Source: an optimization exercise on an open RTL-to-GDS flow (aim: small area, a short achievable clock period and few clock cycles per item). Production flows keep margins and buffers that such runs may drop. Only simulation tests tie the RTL to the original design; equivalence was not proved. Power and IR drop assume default switching activity.

## rosetta_core
module rosetta_core #(
    parameter int num_pe = rosetta_pkg::num_pe,
    parameter int word_w = rosetta_pkg::word_w
) (
    input  logic                          clk,
    input  logic                          rst,
    output logic                          im_ren,
    output rosetta_pkg::pc_t              im_raddr,
    input  rosetta_pkg::inst_t            im_rdata,
    output logic                          pam_x_ren,
    output rosetta_pkg::row_addr_t        pam_x_raddr,
    input  logic [num_pe-1:0]             pam_x_rdata,
    output logic                          am_x_ren,
    output rosetta_pkg::row_addr_t        am_x_raddr,
    input  logic [num_pe*word_w-1:0]      am_x_rdata,
    output logic                          bm_ren,
    output rosetta_pkg::row_addr_t        bm_raddr,
    input  logic [num_pe*word_w-1:0]      bm_rdata,
    output logic                          wm_ren,
  ...
==> flow/config.mk <==
export PLATFORM = sky130hd
export DESIGN_NAME = rosetta_core
export DESIGN_NICKNAME = rosetta_core
export VERILOG_FILES = /design/flow/design.v
export SDC_FILE = /design/flow/constraint.sdc
export NUM_CORES = 4
export LEC_CHECK = 0
export CAP_MARGIN = 20
export CORE_MARGIN = 2
export CORE_UTILIZATION = 55
export CTS_CLUSTER_DIAMETER = 60
export CTS_CLUSTER_SIZE = 20
export SETUP_SLACK_MARGIN = 5
export SLEW_MARGIN = 20
export TNS_END_PERCENT = 0
==> flow/constraint.sdc <==
create_clock -name core_clock -period 9.0 [get_ports {clk}]
set_input_delay 1.8000 -clock core_clock [delete_from_list [all_inputs] [get_ports {clk}]]
set_output_delay 1.8000 -clock core_clock [all_outputs]
set_load 0.01 [all_outputs]
standard.sh (not shown) runs the stock make flow with config.mk's settings and CLKGATE_MAP_FILE= SYNTH_SCRIPT=/design/flow/synth_recipe.tcl, a recipe that flattens the netlist after the stock synthesis.
==> flow/flow/run.sh <==
#!/bin/bash
# The standard layout, with plain buf_1 cells as the port buffers instead of the
# delay buffers buffer_ports picks by itself. The whole make output goes to layout.log.
set -euo pipefail
bash standard.sh "BUFFER_PORTS_ARGS=-buffer_cell sky130_fd_sc_hd__buf_1" finish > layout.log 2>&1
The first run completed without violations.
Testbench counts at the start, summed over its fixed seeds: cycles 4,944, items 1,180.
Edit:
CTS_CLUSTER_DIAMETER = default   (was 60)
CTS_CLUSTER_SIZE = default   (was 20)
TNS_END_PERCENT = 10   (was 0)
Outcome: Synthesized cell count does not change; count of clock-buffer cells in the layout is higher by 15; global-route usage is higher by 0.77 points; die area is unchanged; core utilization is higher by 1.9 points; fmax is higher by 1.1%; critical path depth is higher by 1; combinational power is higher by about 2%; flip-flop and latch count is unchanged; non-clock buffer count is higher by 51.
Edit:
CORE_UTILIZATION = 60   (was 55)
TNS_END_PERCENT = 0   (was 10)
Design area drops by 1.1%.
Synthesized area does not change.
Hold slack improves by 0.0069 ns.
Worst setup slack degrades by 0.035 ns.
Edit:
CORE_UTILIZATION = 55   (was 60)
Cell area decreases by 1.3%.
Non-clock buffer count decreases by 26.
Sequential cell count is unchanged.
Edit:
==> flow/flow/run.sh (replaced) <==
#!/bin/bash
# The standard layout, with plain buf_1 cells as the port buffers instead of the
# delay buffers buffer_ports picks by itself. The whole make output goes to layout.log.
set -euo pipefail
bash standard.sh "BUFFER_PORTS_ARGS=-buffer_cell sky130_fd_sc_hd__buf_1" SETUP_SLACK_MARGIN=5.5 finish > layout.log 2>&1
SETUP_SLACK_MARGIN = default   (was 5)
- count of clock-buffer cells in the layout came out lower by 10
- clock power came out lower by about 6%
- setup slack is worse by 0.037 ns
- power came out lower by 1.9%
- area after synthesis does not change
- die area is unchanged
- utilization came out lower by 0.63 points
- sequential share of layout area came out higher by 0.25 points
- cell area came out lower by 0.98%
Edit:
==> flow/flow/run.sh (replaced) <==
#!/bin/bash
# The standard layout, with plain buf_1 cells as the port buffers instead of the
# delay buffers buffer_ports picks by itself. The whole make output goes to layout.log.
set -euo pipefail
bash standard.sh "BUFFER_PORTS_ARGS=-buffer_cell sky130_fd_sc_hd__buf_1" finish > layout.log 2>&1
CORE_UTILIZATION = 65   (was 55)
SETUP_SLACK_MARGIN = 5   (was default)
TNS_END_PERCENT = 10   (was 0)
Clock-buffer cell count decreases by 1. Total power climbs by 3.6%. Cell area rose by 2.7%. Flip-flop and latch count is unchanged.

---

Starting RTL as in the previous note.
export LEC_CHECK = 0
export CAP_MARGIN = 20
export CORE_MARGIN = 2
export CORE_UTILIZATION = 55
export SETUP_SLACK_MARGIN = 4.5
export SLEW_MARGIN = 20
create_clock -name core_clock -period 9.0 [get_ports {clk}]
==> flow/flow/run.sh <==
#!/bin/bash
# The standard layout, with plain buf_1 cells as the port buffers instead of the
# delay buffers buffer_ports picks by itself. The whole make output goes to layout.log.
set -euo pipefail
bash standard.sh "BUFFER_PORTS_ARGS=-buffer_cell sky130_fd_sc_hd__buf_1" finish > layout.log 2>&1
The baseline finished with timing, DRC and antenna clean.
Testbench counts at the start, summed over its fixed seeds: cycles 4,944, items 1,180.
Then changed:
--- a/flow/config.mk
+++ b/flow/config.mk
@@ -10,3 +10,6 @@
 export CORE_UTILIZATION = 55
-export SETUP_SLACK_MARGIN = 4.5
+export CTS_CLUSTER_DIAMETER = 80
+export CTS_CLUSTER_SIZE = 25
+export SETUP_SLACK_MARGIN = 5
 export SLEW_MARGIN = 20
+export TNS_END_PERCENT = 0
=>
- combinational power climbs by about 3%
- setup slack gains 220 ps
- power drops by 4.1%
- synthesized area does not change
- routed wire length climbs by 3.6%
- cell area climbs by 0.79%
- via count climbs by 1.1%
- cell count climbs by 0.32%
- clock skew stays flat
- synthesized cell count stays the same

[what the ideal ports hide]
How much do the figures lean on ideal ports? The routed layouts below were timed once more, with nothing changed but the port constraints.
Step 1, drivers: a clkbuf_16 drives clk and a buf_2 each remaining input, both assumed.
Step 2 also shifts input and output timing later by t, the mid clock arrival at the registers, as if the neighbouring blocks saw the same clock.
Slacks: ideal / step 1 / step 2; pairs: ideal / step 1.
| run | t (ns) | setup WS [ns] | worst hold slack (ns) | worst setup path after step 2 | latest minus earliest clock arrival (ns) |
|---|---|---|---|---|---|
| the first run of note 1 | 0.639 | 4.833 / 4.797 / 4.793 | 0.328 / 0.328 / 0.328 | input to register | 0.016 / 0.017 |
| the second run of note 1 | 0.666 | 4.879 / 4.820 / 4.660 | 0.317 / 0.317 / 0.317 | input to register | 0.026 / 0.026 |
| the third run of note 1 | 0.663 | 4.844 / 4.807 / 4.716 | 0.324 / 0.324 / 0.324 | input to register | 0.031 / 0.032 |
| the fourth run of note 1 | 0.656 | 4.857 / 4.796 / 4.772 | 0.315 / 0.315 / 0.315 | input to register | 0.032 / 0.032 |
| the fifth run of note 1 | 0.657 | 4.820 / 4.805 / 4.730 | 0.324 / 0.324 / 0.324 | input to register | 0.033 / 0.034 |
| the sixth run of note 1 | 0.659 | 4.874 / 4.844 / 4.703 | 0.326 / 0.326 / 0.326 | input to register | 0.020 / 0.020 |
| the first run of note 2 | 0.651 | 4.578 / 4.578 / 4.578 | 0.326 / 0.326 / 0.326 | register to register | 0.026 / 0.026 |
| the second run of note 2 | 0.682 | 4.802 / 4.740 / 4.777 | 0.324 / 0.324 / 0.324 | input to register | 0.028 / 0.028 |
After both steps setup and hold are still met in every run listed. For the second run of note 1, which loses most, drivers alone change the setup slack by -0.059 ns; drivers and shift together by -0.219 ns.
